What follows belongs to an exercise in optimizing a design on an open flow for small area and a short achievable clock period; a production flow would make more cautious choices.
The RTL was checked by simulation tests, not by an equivalence proof against the original design.

Setup of north:
==> module noc_output_port, before the edit <==
module noc_output_port #(
    parameter int PORT = 0       
) (
    input  logic          clk,
    input  logic          reset,
    input  logic [319:0]  head_pkt,
    input  logic [4:0]    req,
    output logic [4:0]    grant,
    input  logic          out_ready,
    output logic [64:0]   out_link    
);
    logic          full_x;
    logic          full_y;
    logic [2:0]    ptr_x;
    logic [2:0]    ptr_y;
    logic [2:0]    ptr_next;
    logic [63:0]   pkt_x;
    logic [63:0]   pkt_y;
    logic [63:0]   next_x;
    logic          send;
    logic [63:0]   out_pkt;
    rr_arbiter u_arb (
        .enable   (~full_y),
        .req      (req),
        .ptr_cur  (ptr_y),
        .grant    (grant),
        .ptr_next (ptr_next)
    );
    logic [63:0] half_a;
    logic [63:0] half_b;
    for (genvar k = 0; k < 64; k++) begin : g_bit
        noc_aoi222 u_a (
            .a ({grant[2], grant[1], grant[0]}),
            .b ({head_pkt[128 + k], head_pkt[64 + k], head_pkt[k]}),
            .y (half_a[k])
        );
        noc_aoi222 u_b (
            .a ({full_y, grant[4], grant[3]}),
            .b ({pkt_y[k], head_pkt[256 + k], head_pkt[192 + k]}),
            .y (half_b[k])
        );
    end
    assign next_x = ~(half_a & half_b);
    always_ff @(posedge clk) begin
        if (reset) begin
            full_x <= 1'b0;
            full_y <= 1'b0;
            ptr_x  <= '0;
            ptr_y  <= '0;
        end else begin
            full_x <= full_y | (|grant);
            full_y <= full_x & ~out_ready;
            ptr_x  <= ptr_next;
            ptr_y  <= ptr_x;
        end
    end
    always_ff @(posedge clk) begin
        pkt_x <= next_x;
        pkt_y <= pkt_x;
    end
    assign send     = full_x & out_ready;
    always_comb begin
        out_pkt = pkt_x;
        case (PORT)
            1, 3: begin                  
                out_pkt[55:52] = 4'd0;
                out_pkt[51:48] = pkt_x[51:48] - 4'd1;
                out_pkt[61]    = (PORT == 3);
            end
            2, 4: begin                  
                out_pkt[55:52] = pkt_x[55:52] - 4'd1;
                out_pkt[62]    = (PORT == 4);
            end
            default: out_pkt[55:48] = 8'd0;    
        endcase
    end
    assign out_link = {send, out_pkt};
endmodule
==> flow/config.mk <==
export PLATFORM = sky130hd
export DESIGN_NAME = noc_router
export DESIGN_NICKNAME = noc_router
export VERILOG_FILES = /design/flow/design.v
export SDC_FILE = /design/flow/constraint.sdc
export NUM_CORES = 4
export LEC_CHECK = 0
export CAP_MARGIN = 20
export CORE_MARGIN = 2
export CORE_UTILIZATION = 55
export CTS_BUF_LIST = sky130_fd_sc_hd__clkbuf_16
export CTS_CLUSTER_DIAMETER = 80
export CTS_CLUSTER_SIZE = 25
export PLACE_DENSITY = 0.7
export SLEW_MARGIN = 20
==> flow/constraint.sdc <==
create_clock -name core_clock -period 10.0 [get_ports {clk}]
set_input_delay 2.0000 -clock core_clock [delete_from_list [all_inputs] [get_ports {clk}]]
set_output_delay 2.0000 -clock core_clock [all_outputs]
set_load 0.01 [all_outputs]
standard.sh (not shown) runs the stock make flow with config.mk's settings and CLKGATE_MAP_FILE= SYNTH_SCRIPT=/design/flow/synth_recipe.tcl, a recipe that flattens the netlist after the stock synthesis.
==> flow/flow/run.sh <==
#!/bin/bash
# Own layout flow: the standard flow, with
#  - the standard flow's synthesis script, but an area-oriented ABC mapping script
#  - small buffers on the ports instead of the clkdlybuf4s50 cells that
#    buffer_ports picks by default
#  - timing repair aiming well past the 10 ns target
# Each tool's output goes to a log file in the work folder.
set -euo pipefail
WORK=$(pwd)
export FLOW_FLOW_DIR=$WORK/flow
{ head -n 1 synth_recipe.tcl; cat flow/abc_override.tcl; tail -n +2 synth_recipe.tcl; } > own_synth.tcl
export BUFFER_PORTS_ARGS="-buffer_cell sky130_fd_sc_hd__buf_1"
# The clock target is 10 ns, so without a margin timing repair never runs;
# ask it to aim for a shorter achieved period
export SETUP_SLACK_MARGIN=5.7
bash standard.sh SYNTH_SCRIPT=$WORK/own_synth.tcl finish > standard_flow.log 2>&1
==> flow/flow/abc_override.tcl <==
# Map with an area-oriented ABC script instead of ORFS's; everything else in
# the synthesis is the standard one
proc abc {args} {
  set i [lsearch -exact $args -script]
  if { $i >= 0 } {
    lset args [expr {$i + 1}] $::env(FLOW_FLOW_DIR)/area.abc
  }
  yosys abc {*}$args
}
==> flow/flow/area.abc <==
&get -n
&st
&dch -f
&nf -a -R 1000
&put
Input-level comparison between south and north:
--- a/flow/design.v
+++ b/flow/design.v
@@ -144,4 +144,6 @@
     logic [63:0]   pkt_x;
     logic [63:0]   pkt_y;
+    logic [63:0]   sel_pkt;
+    logic [63:0]   load_pkt;
     logic [63:0]   next_x;
     logic          send;
@@ -168,5 +170,26 @@
         );
     end
-    assign next_x = ~(half_a & half_b);
+    always_comb begin
+        sel_pkt = '0;
+        for (int i = 0; i < 5; i++)
+            sel_pkt = sel_pkt | ({64{grant[i]}} & head_pkt[64*i +: 64]);
+        load_pkt = sel_pkt;
+        case (PORT)
+            1, 3: begin                  
+                load_pkt[55:52] = 4'd0;
+                load_pkt[51:48] = sel_pkt[51:48] - 4'd1;
+                load_pkt[61]    = (PORT == 3);
+            end
+            2, 4: begin                  
+                load_pkt[55:52] = sel_pkt[55:52] - 4'd1;
+                load_pkt[62]    = (PORT == 4);
+            end
+            default: begin               
+                load_pkt[55:48] = 8'd0;
+            end
+        endcase
+        next_x = ~(half_a & half_b);
+        next_x[55:48] = full_y ? pkt_y[55:48] : load_pkt[55:48];
+    end
     always_ff @(posedge clk) begin
         if (reset) begin
@@ -190,14 +213,10 @@
         out_pkt = pkt_x;
         case (PORT)
-            1, 3: begin                  
+            1, 3: begin
                 out_pkt[55:52] = 4'd0;
-                out_pkt[51:48] = pkt_x[51:48] - 4'd1;
                 out_pkt[61]    = (PORT == 3);
             end
-            2, 4: begin                  
-                out_pkt[55:52] = pkt_x[55:52] - 4'd1;
-                out_pkt[62]    = (PORT == 4);
-            end
-            default: out_pkt[55:48] = 8'd0;    
+            2, 4: out_pkt[62]    = (PORT == 4);
+            default: out_pkt[55:48] = 8'd0;
         endcase
     end
==> run summary <==
Re number of detailed-routing iterations run before antenna repair: north was lower than south.
First-pass GRT wire length in south vs north: up 0.42%
[compare] base=north new=south: effective utilization at floorplan held steady, cell count grew by about 0.4%, core utilization grew by 2.7 points.

afterwards: timing with drivers on the ports:
No port has a modelled driver above. Below, the same layouts with a new extraction and two added sets of constraints.
Step 1 sets driving cells, clkbuf_16 on the clock port and buf_2 on the other inputs (assumed; they add their load-dependent delay and slew).
Step 2 times the ports against the registers' clock, not the clock port: input delays grow and output delays shrink by t, the midpoint of the rising clock arrivals with the driver on.
a / b / c = ideal ports / drivers / drivers and shift; a / b = the first two.
| run | shift t [ns] | setup slack, ns | worst setup path at the end | cell pins on the clock port's net |
|---|---|---|---|---|
| north | 0.731 | 5.645 / 5.607 / 5.607 | input to output | 1 |
| south | 0.746 | 5.655 / 5.628 / 5.628 | input to output | 1 |
After both steps every run listed still meets setup and hold. For north, which loses most, drivers alone change the setup slack by -0.038 ns; drivers and shift together by -0.038 ns.
